Source: an optimization exercise on an open RTL-to-GDS flow (aim: a short achievable clock period and few clock cycles). Production flows keep margins and buffers that such runs may drop. RTL that was checked went through simulation tests only; none was proved equivalent to the original.

==> umber: inputs <==
==> flow/design.v <==
package mips_pkg;
    typedef enum logic [3:0] {
        stFetch         = 4'd0,
        stDecode        = 4'd1,
        stMemAdr        = 4'd2,      
        stMemRead       = 4'd3,
        stMemWriteback  = 4'd4,
        stMemWrite      = 4'd5,
        stExecute       = 4'd6,      
        stAluWriteback  = 4'd7,
        stBranch        = 4'd8,
        stAddiExecute   = 4'd9,
        stAddiWriteback = 4'd10
    } stateT;
    typedef enum logic [5:0] {
        opRtype = 6'b000000,
        opLw    = 6'b100011,
        opSw    = 6'b101011,
        opBeq   = 6'b000100,
        opAddi  = 6'b001000
    } opcodeT;
    typedef enum logic [5:0] {
        fnAdd = 6'b100000,
        fnSub = 6'b100010,
        fnAnd = 6'b100100,
        fnOr  = 6'b100101,
        fnSlt = 6'b101010
    } functT;
    typedef enum logic [1:0] {
        aluOpAdd   = 2'b00,
        aluOpSub   = 2'b01,
        aluOpFunct = 2'b10       
    } aluOpT;
    typedef enum logic [2:0] {
        aluAnd = 3'b000,
        aluOr  = 3'b001,
        aluAdd = 3'b010,
        aluSub = 3'b110,
        aluSlt = 3'b111
    } aluCtrlT;
    typedef enum logic [1:0] {
        srcBReg      = 2'b00,
        srcBFour     = 2'b01,
        srcBImm      = 2'b10,
        srcBImmShift = 2'b11     
    } srcBSelT;
endpackage
`timescale 1ns/1ps
module controlFsm (
    input  logic [32-1:0] Instr,
    input  logic                   Valid,
    output logic                   IsAlu,        
    output logic                   IsLw,         
    output logic                   IsSw,
    output logic                   IsBeq,
    output logic                   UseRs,
    output logic                   UseRt,
    output logic                   ImmB,         
    output logic [5-1:0] Dst,
    output logic                   SelAdd,
    output logic                   SelAnd,
    output logic                   SelOr,
    output logic                   SelSub,
    output logic                   SelSlt
);
    logic [5:0] op;
    logic [5:0] fn;
    logic [4:0] rt;
    logic [4:0] rd;
    logic       rType;
    logic       addi;
    assign op = Instr[31:26];
    assign fn = Instr[5:0];
    assign rt = Instr[20:16];
    assign rd = Instr[15:11];
    assign rType = Valid && op == 6'b000000;
    assign addi  = Valid && op == 6'b001000;
    assign IsLw  = Valid && op == 6'b100011 && rt != 5'd0;    
    assign IsSw  = Valid && op == 6'b101011;
    assign IsBeq = Valid && op == 6'b000100;
    assign Dst   = rType ? rd : rt;
    assign IsAlu = (rType && rd != 5'd0) || (addi && rt != 5'd0);
    assign UseRs = rType || addi || IsLw || IsSw || IsBeq;
    assign UseRt = rType || IsSw || IsBeq;
    assign ImmB  = !rType;
    assign SelSub = rType && fn == 6'b100010;
    assign SelAnd = rType && fn == 6'b100100;
    assign SelOr  = rType && fn == 6'b100101;
    assign SelSlt = rType && fn == 6'b101010;
    assign SelAdd = !(SelSub || SelAnd || SelOr || SelSlt);
endmodule
`timescale 1ns/1ps
module programCounter (
    input  logic        Redirect,       
    input  logic [11:0] RedirectPc,
    input  logic        Accept,         
    input  logic [11:0] Fpc,            
    input  logic [32-1:0] FetchWord,
    output logic        FetchUncond,    
    output logic [11:0] FpcNext
);
    logic [11:0] target;
    assign FetchUncond = FetchWord[31:26] == 6'b000100 && FetchWord[25:21] == FetchWord[20:16];
    assign target      = Fpc + FetchWord[11:0] + 12'd1;
    always_comb begin
        if (Redirect)    FpcNext = RedirectPc;
        else if (Accept) FpcNext = FetchUncond ? target : Fpc + 12'd1;
        else             FpcNext = Fpc;
    end
endmodule
`timescale 1ns/1ps
module registerFile (
    input  logic                       Clk,
    input  logic                       WrEn1,        
    input  logic [5-1:0] WrAdr1,
    input  logic [32-1:0]     WrData1,
    input  logic                       WrEn2,
    input  logic [5-1:0] WrAdr2,
    input  logic [32-1:0]     WrData2,
    input  logic [5-1:0] ReadAdr1,
    input  logic [5-1:0] ReadAdr2,
    output logic [32-1:0]     ReadData1,
    output logic [32-1:0]     ReadData2
);
    logic [32-1:1][32-1:0] regs;
    genvar i;
    generate
        for (i = 1; i < 32; i++) begin : g_reg
            always_ff @(posedge Clk) begin
                if (WrEn1 && WrAdr1 == i) begin
                    regs[i] <= WrData1;
                end else if (WrEn2 && WrAdr2 == i) begin
                    regs[i] <= WrData2;
                end
            end
        end
    endgenerate
    logic [32-1:0][32-1:0] all;
    assign all = {regs, {32{1'b0}}};
    assign ReadData1 = all[ReadAdr1];
    assign ReadData2 = all[ReadAdr2];
endmodule
`timescale 1ns/1ps
module prefixAdder #(
    parameter int W = 32
) (
    input  logic [W-1:0] A,
    input  logic [W-1:0] B,
    input  logic         Cin,
    output logic [W-1:0] Sum
);
    localparam int L = $clog2(W);
    logic [W-1:0] g [L+1];
    logic [W-1:0] p [L+1];
    logic [W-1:0] h;
    assign h    = A ^ B;
    assign g[0] = (A & B) | {{(W-1){1'b0}}, h[0] & Cin};
    assign p[0] = h;
    genvar l, i;
    generate
        for (l = 0; l < L; l++) begin : g_lvl
            for (i = 0; i < W; i++) begin : g_bit
                if (i >= (1 << l)) begin : g_comb
                    assign g[l+1][i] = g[l][i] | (p[l][i] & g[l][i-(1<<l)]);
                    assign p[l+1][i] = p[l][i] & p[l][i-(1<<l)];
                end else begin : g_pass
                    assign g[l+1][i] = g[l][i];
                    assign p[l+1][i] = p[l][i];
                end
            end
        end
    endgenerate
    assign Sum = h ^ {g[L][W-2:0], Cin};
endmodule
module aluUnit (
    input  logic [32-1:0] SrcA,
    input  logic [32-1:0] SrcB,
    input  logic                   SelAdd,
    input  logic                   SelAnd,
    input  logic                   SelOr,
    input  logic                   SelSub,
    input  logic                   SelSlt,
    output logic [32-1:0] Sum,
    output logic [32-1:0] AluResult
);
    logic [32-1:0] diff;
    prefixAdder #(.W(32)) addU (.A(SrcA), .B(SrcB),  .Cin(1'b0), .Sum(Sum));
    prefixAdder #(.W(32)) subU (.A(SrcA), .B(~SrcB), .Cin(1'b1), .Sum(diff));
    assign AluResult = ({32{SelAdd}} & Sum)
                     | ({32{SelSub}} & diff)
                     | ({32{SelAnd}} & (SrcA & SrcB))
                     | ({32{SelOr}}  & (SrcA | SrcB))
                     | {{(32-1){1'b0}}, SelSlt & diff[32-1]};   
endmodule
`timescale 1ns/1ps
module datapath (
    input  logic                   Clk,
    input  logic                   Reset,
    input  logic [32-1:0] ReadData,
    output logic [32-1:0] Adr,
    output logic [32-1:0] WriteData,
    output logic                   MemWrite
);
    logic [32-1:0] adrQ;
    logic                   memCyc;      
    logic                   memWrQ;
    logic [32-1:0] wdQ;
    logic [11:0]            fpc;         
    logic                   dValid;
    logic [32-1:0] ir;
    logic [11:0]            dPc;
    logic [32-1:0] dA, dB;          
    logic                   xAlu, xLw, xSw, xBeq;
    logic [32-1:0] xA, xB, xT;
    logic [4:0]             xDst;
    logic                   xAdd, xAnd, xOr, xSub, xSlt;
    logic [11:0]            xTgt;
    logic [4:0]             xRs;         
    logic [15:0]            xImm;        
    logic                   mLw;
    logic [4:0]             mDst;
    logic                   wxEn, wmEn;
    logic [4:0]             wxDst, wmDst;
    logic [32-1:0] wxData, wmData;
    logic       dAlu, dLw, dSw, dBeq, dUseRs, dUseRt, dImmB;
    logic [4:0] dDst, rs, rt;
    logic       dAdd, dAnd, dOr, dSub, dSlt;
    assign rs = ir[25:21];
    assign rt = ir[20:16];
    controlFsm dec (
        .Instr  (ir),
        .Valid  (dValid),
        .IsAlu  (dAlu),
        .IsLw   (dLw),
        .IsSw   (dSw),
        .IsBeq  (dBeq),
        .UseRs  (dUseRs),
        .UseRt  (dUseRt),
        .ImmB   (dImmB),
        .Dst    (dDst),
        .SelAdd (dAdd),
        .SelAnd (dAnd),
        .SelOr  (dOr),
        .SelSub (dSub),
        .SelSlt (dSlt)
    );
    logic [32-1:0] rf1, rf2;
    registerFile regFile (
        .Clk       (Clk),
        .WrEn1     (wxEn),
        .WrAdr1    (wxDst),
        .WrData1   (wxData),
        .WrEn2     (wmEn),
        .WrAdr2    (wmDst),
        .WrData2   (wmData),
        .ReadAdr1  (ReadData[25:21]),
        .ReadAdr2  (ReadData[20:16]),
        .ReadData1 (rf1),
        .ReadData2 (rf2)
    );
    logic [32-1:0] alu, sum;
    logic                   redirect;
    aluUnit aluX (
        .SrcA      (xA),
        .SrcB      (xB),
        .SelAdd    (xAdd),
        .SelAnd    (xAnd),
        .SelOr     (xOr),
        .SelSub    (xSub),
        .SelSlt    (xSlt),
        .Sum       (sum),
        .AluResult (alu)
    );
    assign redirect = xBeq && (xA == xT);
    logic xHitA, xHitB, mHitA, mHitB;
    logic [32-1:0] fwdA, fwdB;
    logic ldFromSt;
    assign ldFromSt = dLw && xSw && xRs == rs && xImm == ir[15:0];
    assign xHitA = xAlu && xDst == rs && !ldFromSt;
    assign xHitB = xAlu && xDst == rt;
    assign mHitA = mLw && mDst == rs;
    assign mHitB = mLw && mDst == rt;
    logic [32-1:0] immX;
    logic wxHitA, wxHitB, wmHitA, wmHitB;
    logic pmA, pwxA, pwmA, prfA, pxB, pmB, pwxB, pwmB, prfB, pImm;
    assign immX   = {{(32-16){ir[15]}}, ir[15:0]};
    assign wxHitA = wxEn && wxDst == rs;
    assign wxHitB = wxEn && wxDst == rt;
    assign wmHitA = wmEn && wmDst == rs;
    assign wmHitB = wmEn && wmDst == rt;
    assign pmA  = !xHitA && mHitA && !ldFromSt;
    assign pwxA = !xHitA && !mHitA && wxHitA && !ldFromSt;
    assign pwmA = !xHitA && !mHitA && !wxHitA && wmHitA && !ldFromSt;
    assign prfA = !xHitA && !mHitA && !wxHitA && !wmHitA && !ldFromSt;
    assign pmB  = !xHitB && mHitB;
    assign pwxB = !xHitB && !mHitB && wxHitB;
    assign pwmB = !xHitB && !mHitB && !wxHitB && wmHitB;
    assign prfB = !xHitB && !mHitB && !wxHitB && !wmHitB;
    assign pxB  = xHitB && !dImmB;
    assign pImm = dImmB && !ldFromSt;
    assign fwdA = ({32{xHitA}} & alu)
                | ({32{pmA}}   & ReadData)
                | ({32{pwxA}}  & wxData)
                | ({32{pwmA}}  & wmData)
                | ({32{prfA}}  & dA)
                | ({32{ldFromSt}} & xT);
    assign fwdB = ({32{xHitB}} & alu)
                | ({32{pmB}}   & ReadData)
                | ({32{pwxB}}  & wxData)
                | ({32{pwmB}}  & wmData)
                | ({32{prfB}}  & dB);
    logic [32-1:0] opB;
    assign opB  = ({32{pxB}}          & alu)
                | ({32{pmB && !dImmB}}  & ReadData)
                | ({32{pwxB && !dImmB}} & wxData)
                | ({32{pwmB && !dImmB}} & wmData)
                | ({32{prfB && !dImmB}} & dB)
                | ({32{pImm}}          & immX);
    logic stall;
    assign stall = xLw && ((dUseRs && rs == xDst) || (dUseRt && rt == xDst));
    logic dGo;
    assign dGo = !stall && !redirect;
    always_ff @(posedge Clk or posedge Reset) begin
        if (Reset) begin
            xAlu <= 1'b0;
            xLw  <= 1'b0;
            xSw  <= 1'b0;
            xBeq <= 1'b0;
        end else begin
            xAlu <= (dAlu || ldFromSt) && dGo;
            xLw  <= dLw && !ldFromSt && dGo;
            xSw  <= dSw && dGo;
            xBeq <= dBeq && dGo;
        end
    end
    always_ff @(posedge Clk) begin
        xA   <= fwdA;
        xB   <= opB;
        xT   <= fwdB;
        xDst <= dDst;
        xAdd <= dAdd;
        xAnd <= dAnd;
        xOr  <= dOr;
        xSub <= dSub;
        xSlt <= dSlt;
        xTgt <= dPc + ir[11:0] + 12'd1;
        xRs  <= rs;
        xImm <= ir[15:0];
    end
    always_ff @(posedge Clk or posedge Reset) begin
        if (Reset) begin
            memCyc <= 1'b0;
            memWrQ <= 1'b0;
            mLw    <= 1'b0;
            wxEn   <= 1'b0;
            wmEn   <= 1'b0;
        end else begin
            memCyc <= xLw || xSw;
            memWrQ <= xSw;
            mLw    <= xLw;
            wxEn   <= xAlu;
            wmEn   <= mLw;
        end
    end
    always_ff @(posedge Clk) begin
        wdQ    <= xT;
        mDst   <= xDst;
        wxDst  <= xDst;
        wxData <= alu;
        wmDst  <= mDst;
        wmData <= ReadData;
    end
    logic        accept, fUncond;
    logic [11:0] fpcNext;
    assign accept = !memCyc && !stall && !redirect;
    programCounter pcUnit (
        .Redirect    (redirect),
        .RedirectPc  (xTgt),
        .Accept      (accept),
        .Fpc         (fpc),
        .FetchWord   (ReadData),
        .FetchUncond (fUncond),
        .FpcNext     (fpcNext)
    );
    always_ff @(posedge Clk or posedge Reset) begin
        if (Reset) begin
            adrQ   <= '0;
            fpc    <= '0;
            dValid <= 1'b0;
        end else begin
            adrQ   <= (xLw || xSw) ? sum : {{(32-14){1'b0}}, fpcNext, 2'b00};
            fpc    <= fpcNext;
            if (!stall) dValid <= accept && !fUncond;
        end
    end
    logic irLoad;
    assign irLoad = !memCyc && !stall;
    always_ff @(posedge Clk) begin
        if (irLoad) begin
            ir  <= ReadData;
            dPc <= fpc;
        end
    end
    logic [4:0]             fRs, fRt;
    logic [32-1:0] preA, preB;
    assign fRs = ReadData[25:21];
    assign fRt = ReadData[20:16];
    always_comb begin
        if (wxEn && wxDst == fRs)      preA = wxData;
        else if (wmEn && wmDst == fRs) preA = wmData;
        else                           preA = rf1;
        if (wxEn && wxDst == fRt)      preB = wxData;
        else if (wmEn && wmDst == fRt) preB = wmData;
        else                           preB = rf2;
    end
    always_ff @(posedge Clk) begin
        dA <= irLoad ? preA : fwdA;
        dB <= irLoad ? preB : fwdB;
    end
    assign Adr       = adrQ;
    assign WriteData = wdQ;
    assign MemWrite  = memWrQ;
endmodule
`timescale 1ns/1ps
module mipsMulti (
    input  logic                   Clk,
    input  logic                   Reset,
    input  logic [32-1:0] ReadData,
    output logic [32-1:0] Adr,
    output logic [32-1:0] WriteData,
    output logic                   MemWrite
);
    datapath core (
        .Clk       (Clk),
        .Reset     (Reset),
        .ReadData  (ReadData),
        .Adr       (Adr),
        .WriteData (WriteData),
        .MemWrite  (MemWrite)
    );
endmodule
==> flow/run.sh <==
#!/bin/bash
# synth_recipe.tcl (not shown) runs the flow's synth.tcl, then flattens the netlist and writes it again
# the make line also repeats each setting of config.mk as NAME=value (left out here)
make -C /OpenROAD-flow-scripts/flow DESIGN_CONFIG=/design/flow/config.mk WORK_HOME=/design/flow/orfs CLKGATE_MAP_FILE= SYNTH_SCRIPT=/design/flow/synth_recipe.tcl finish
==> flow/config.mk <==
export PLATFORM = sky130hd
export DESIGN_NAME = mipsMulti
export DESIGN_NICKNAME = mipsMulti
export VERILOG_FILES = /design/flow/design.v
export SDC_FILE = /design/flow/constraint.sdc
export NUM_CORES = 4
export LEC_CHECK = 0
export ABC_CLOCK_PERIOD_IN_PS = 2500
export CAP_MARGIN = 20
export CORE_MARGIN = 2
export CORE_UTILIZATION = 40
export SETUP_SLACK_MARGIN = 5
export SLEW_MARGIN = 20
export TNS_END_PERCENT = 100
==> flow/constraint.sdc <==
create_clock -name core_clock -period 7.5 [get_ports {Clk}]
set_input_delay 1.5000 -clock core_clock [delete_from_list [all_inputs] [get_ports {Clk}]]
set_output_delay 1.5000 -clock core_clock [all_outputs]
set_load 0.01 [all_outputs]
==> inputs of garnet, as changes to umber <==
--- a/flow/design.v
+++ b/flow/design.v
@@ -100,12 +100,18 @@
     output logic [11:0] FpcNext
 );
+    logic [12:0] targetX;
     logic [11:0] target;
+    logic        selRed, selU, selInc, selHold;
     assign FetchUncond = FetchWord[31:26] == 6'b000100 && FetchWord[25:21] == FetchWord[20:16];
-    assign target      = Fpc + FetchWord[11:0] + 12'd1;
-    always_comb begin
-        if (Redirect)    FpcNext = RedirectPc;
-        else if (Accept) FpcNext = FetchUncond ? target : Fpc + 12'd1;
-        else             FpcNext = Fpc;
-    end
+    assign targetX = {Fpc, 1'b1} + {FetchWord[11:0], 1'b1};
+    assign target  = targetX[12:1];
+    assign selRed  = Redirect;
+    assign selU    = Accept && FetchUncond;
+    assign selInc  = Accept && !FetchUncond;
+    assign selHold = !Accept && !Redirect;
+    assign FpcNext = ({12{selRed}}  & RedirectPc)
+                   | ({12{selU}}    & target)
+                   | ({12{selInc}}  & (Fpc + 12'd1))
+                   | ({12{selHold}} & Fpc);
 endmodule
 `timescale 1ns/1ps
@@ -150,5 +156,5 @@
     output logic [W-1:0] Sum
 );
-    localparam int L = $clog2(W);
+    localparam int L = (W > 16) ? 5 : (W > 8) ? 4 : (W > 4) ? 3 : 2;
     logic [W-1:0] g [L+1];
     logic [W-1:0] p [L+1];
@@ -182,7 +188,9 @@
     input  logic                   SelSlt,
     output logic [32-1:0] Sum,
+    output logic [32-1:0] Diff,
     output logic [32-1:0] AluResult
 );
     logic [32-1:0] diff;
+    assign Diff = diff;
     prefixAdder #(.W(32)) addU (.A(SrcA), .B(SrcB),  .Cin(1'b0), .Sum(Sum));
     prefixAdder #(.W(32)) subU (.A(SrcA), .B(~SrcB), .Cin(1'b1), .Sum(diff));
@@ -259,5 +267,5 @@
         .ReadData2 (rf2)
     );
-    logic [32-1:0] alu, sum;
+    logic [32-1:0] alu, sum, diff;
     logic                   redirect;
     aluUnit aluX (
@@ -270,4 +278,5 @@
         .SelSlt    (xSlt),
         .Sum       (sum),
+        .Diff      (diff),
         .AluResult (alu)
     );
@@ -299,5 +308,30 @@
     assign pxB  = xHitB && !dImmB;
     assign pImm = dImmB && !ldFromSt;
-    assign fwdA = ({32{xHitA}} & alu)
+    logic [32-1:0] aAnd, aOr, aSlt;
+    logic hAddA, hSubA, hAndA, hOrA, hSltA, hAddB, hSubB, hAndB, hOrB, hSltB;
+    logic hAddO, hSubO, hAndO, hOrO, hSltO;
+    assign aAnd  = xA & xB;
+    assign aOr   = xA | xB;
+    assign aSlt  = {{(32-1){1'b0}}, diff[32-1]};
+    assign hAddA = xHitA && xAdd;
+    assign hSubA = xHitA && xSub;
+    assign hAndA = xHitA && xAnd;
+    assign hOrA  = xHitA && xOr;
+    assign hSltA = xHitA && xSlt;
+    assign hAddB = xHitB && xAdd;
+    assign hSubB = xHitB && xSub;
+    assign hAndB = xHitB && xAnd;
+    assign hOrB  = xHitB && xOr;
+    assign hSltB = xHitB && xSlt;
+    assign hAddO = pxB && xAdd;
+    assign hSubO = pxB && xSub;
+    assign hAndO = pxB && xAnd;
+    assign hOrO  = pxB && xOr;
+    assign hSltO = pxB && xSlt;
+    assign fwdA = ({32{hAddA}} & sum)
+                | ({32{hSubA}} & diff)
+                | ({32{hAndA}} & aAnd)
+                | ({32{hOrA}}  & aOr)
+                | ({32{hSltA}} & aSlt)
                 | ({32{pmA}}   & ReadData)
                 | ({32{pwxA}}  & wxData)
@@ -305,5 +339,9 @@
                 | ({32{prfA}}  & dA)
                 | ({32{ldFromSt}} & xT);
-    assign fwdB = ({32{xHitB}} & alu)
+    assign fwdB = ({32{hAddB}} & sum)
+                | ({32{hSubB}} & diff)
+                | ({32{hAndB}} & aAnd)
+                | ({32{hOrB}}  & aOr)
+                | ({32{hSltB}} & aSlt)
                 | ({32{pmB}}   & ReadData)
                 | ({32{pwxB}}  & wxData)
@@ -311,5 +349,9 @@
                 | ({32{prfB}}  & dB);
     logic [32-1:0] opB;
-    assign opB  = ({32{pxB}}          & alu)
+    assign opB  = ({32{hAddO}} & sum)
+                | ({32{hSubO}} & diff)
+                | ({32{hAndO}} & aAnd)
+                | ({32{hOrO}}  & aOr)
+                | ({32{hSltO}} & aSlt)
                 | ({32{pmB && !dImmB}}  & ReadData)
                 | ({32{pwxB && !dImmB}} & wxData)
@@ -414,7 +456,16 @@
         else                           preB = rf2;
     end
+    logic [32-1:0] holdA, holdB;
+    assign holdA = ({32{mHitA}} & ReadData)
+                 | ({32{!mHitA && wxHitA}} & wxData)
+                 | ({32{!mHitA && !wxHitA && wmHitA}} & wmData)
+                 | ({32{!mHitA && !wxHitA && !wmHitA}} & dA);
+    assign holdB = ({32{mHitB}} & ReadData)
+                 | ({32{!mHitB && wxHitB}} & wxData)
+                 | ({32{!mHitB && !wxHitB && wmHitB}} & wmData)
+                 | ({32{!mHitB && !wxHitB && !wmHitB}} & dB);
     always_ff @(posedge Clk) begin
-        dA <= irLoad ? preA : fwdA;
-        dB <= irLoad ? preB : fwdB;
+        dA <= irLoad ? preA : holdA;
+        dB <= irLoad ? preB : holdB;
     end
     assign Adr       = adrQ;
==> flow_summary.toml <==
[run_status]
status = "no timing/DRC/antenna violations"

[clock_network]
cts_post_setup_buffers_inserted = 431

[placed_design]
place_hpwl_um = 180000

[worst_setup_path]
cpPeakStageDelay_ps = 440
crit_fanout = 7

[yosys]
synth_top_area_share_pct = 38.7
synth.most_common_cell = "mux2_2"

[sta]
finalCriticalPeriod_ps = 3290
worst_pin_slew_ps = 1070
slew-limit-headroom_pct = 28.5
timing.final.crit_share_pct = 43.9

[global_routing]
grt_pass1_vias = 60600
That was garnet.
==> flow_summary.toml <==
[sta]
timing.final.crit_share_pct = 47.2
worst_pin_slew_ps = 1050
slew-limit-headroom_pct = 30.0

[placed_design]
place_hpwl_um = 170000

[yosys]
synth.most_common_cell = "edfxtp_1"

[run_status]
status = "no timing/DRC/antenna violations"

[worst_setup_path]
crit_fanout = 3
cpPeakStageDelay_ps = 570

[clock_network]
cts_post_setup_buffers_inserted = 349
That was umber.
Testbench counts of garnet, summed over its fixed seeds: cycles 32,518.
For umber, only the layout was checked, not whether the RTL still works.

## re-timing with driven ports
In the flow no input, the clock included, has a driving cell. The finished layouts below were timed again as built, in two steps. Step 1 (the two cells are an assumption about what drives the block):
set clk [get_ports {Clk}]
set_driving_cell -lib_cell sky130_fd_sc_hd__clkbuf_16 $clk
set_driving_cell -lib_cell sky130_fd_sc_hd__buf_2 [delete_from_list [all_inputs] $clk]
Step 2, shift: input delay + t, output delay - t, t = (earliest + latest rising clock arrival at the registers) / 2. This alone moves slack from input paths to output paths. Slacks: ideal ports / drivers / drivers and shift; pairs: ideal ports / drivers.
| run | t (ns) | setup slack, ns | clock arrival spread, ns | worst data-port slew with drivers (ns) |
|---|---|---|---|---|
| umber | 0.914 | 3.959 / 3.959 / 3.119 | 0.071 / 0.071 | 0.26 |
| garnet | 0.919 | 4.208 / 4.093 / 3.175 | 0.029 / 0.029 | 0.45 |
After both steps setup and hold are still met in every run listed. For garnet, which loses most, drivers alone change the setup slack by -0.115 ns; drivers and shift together by -1.033 ns.
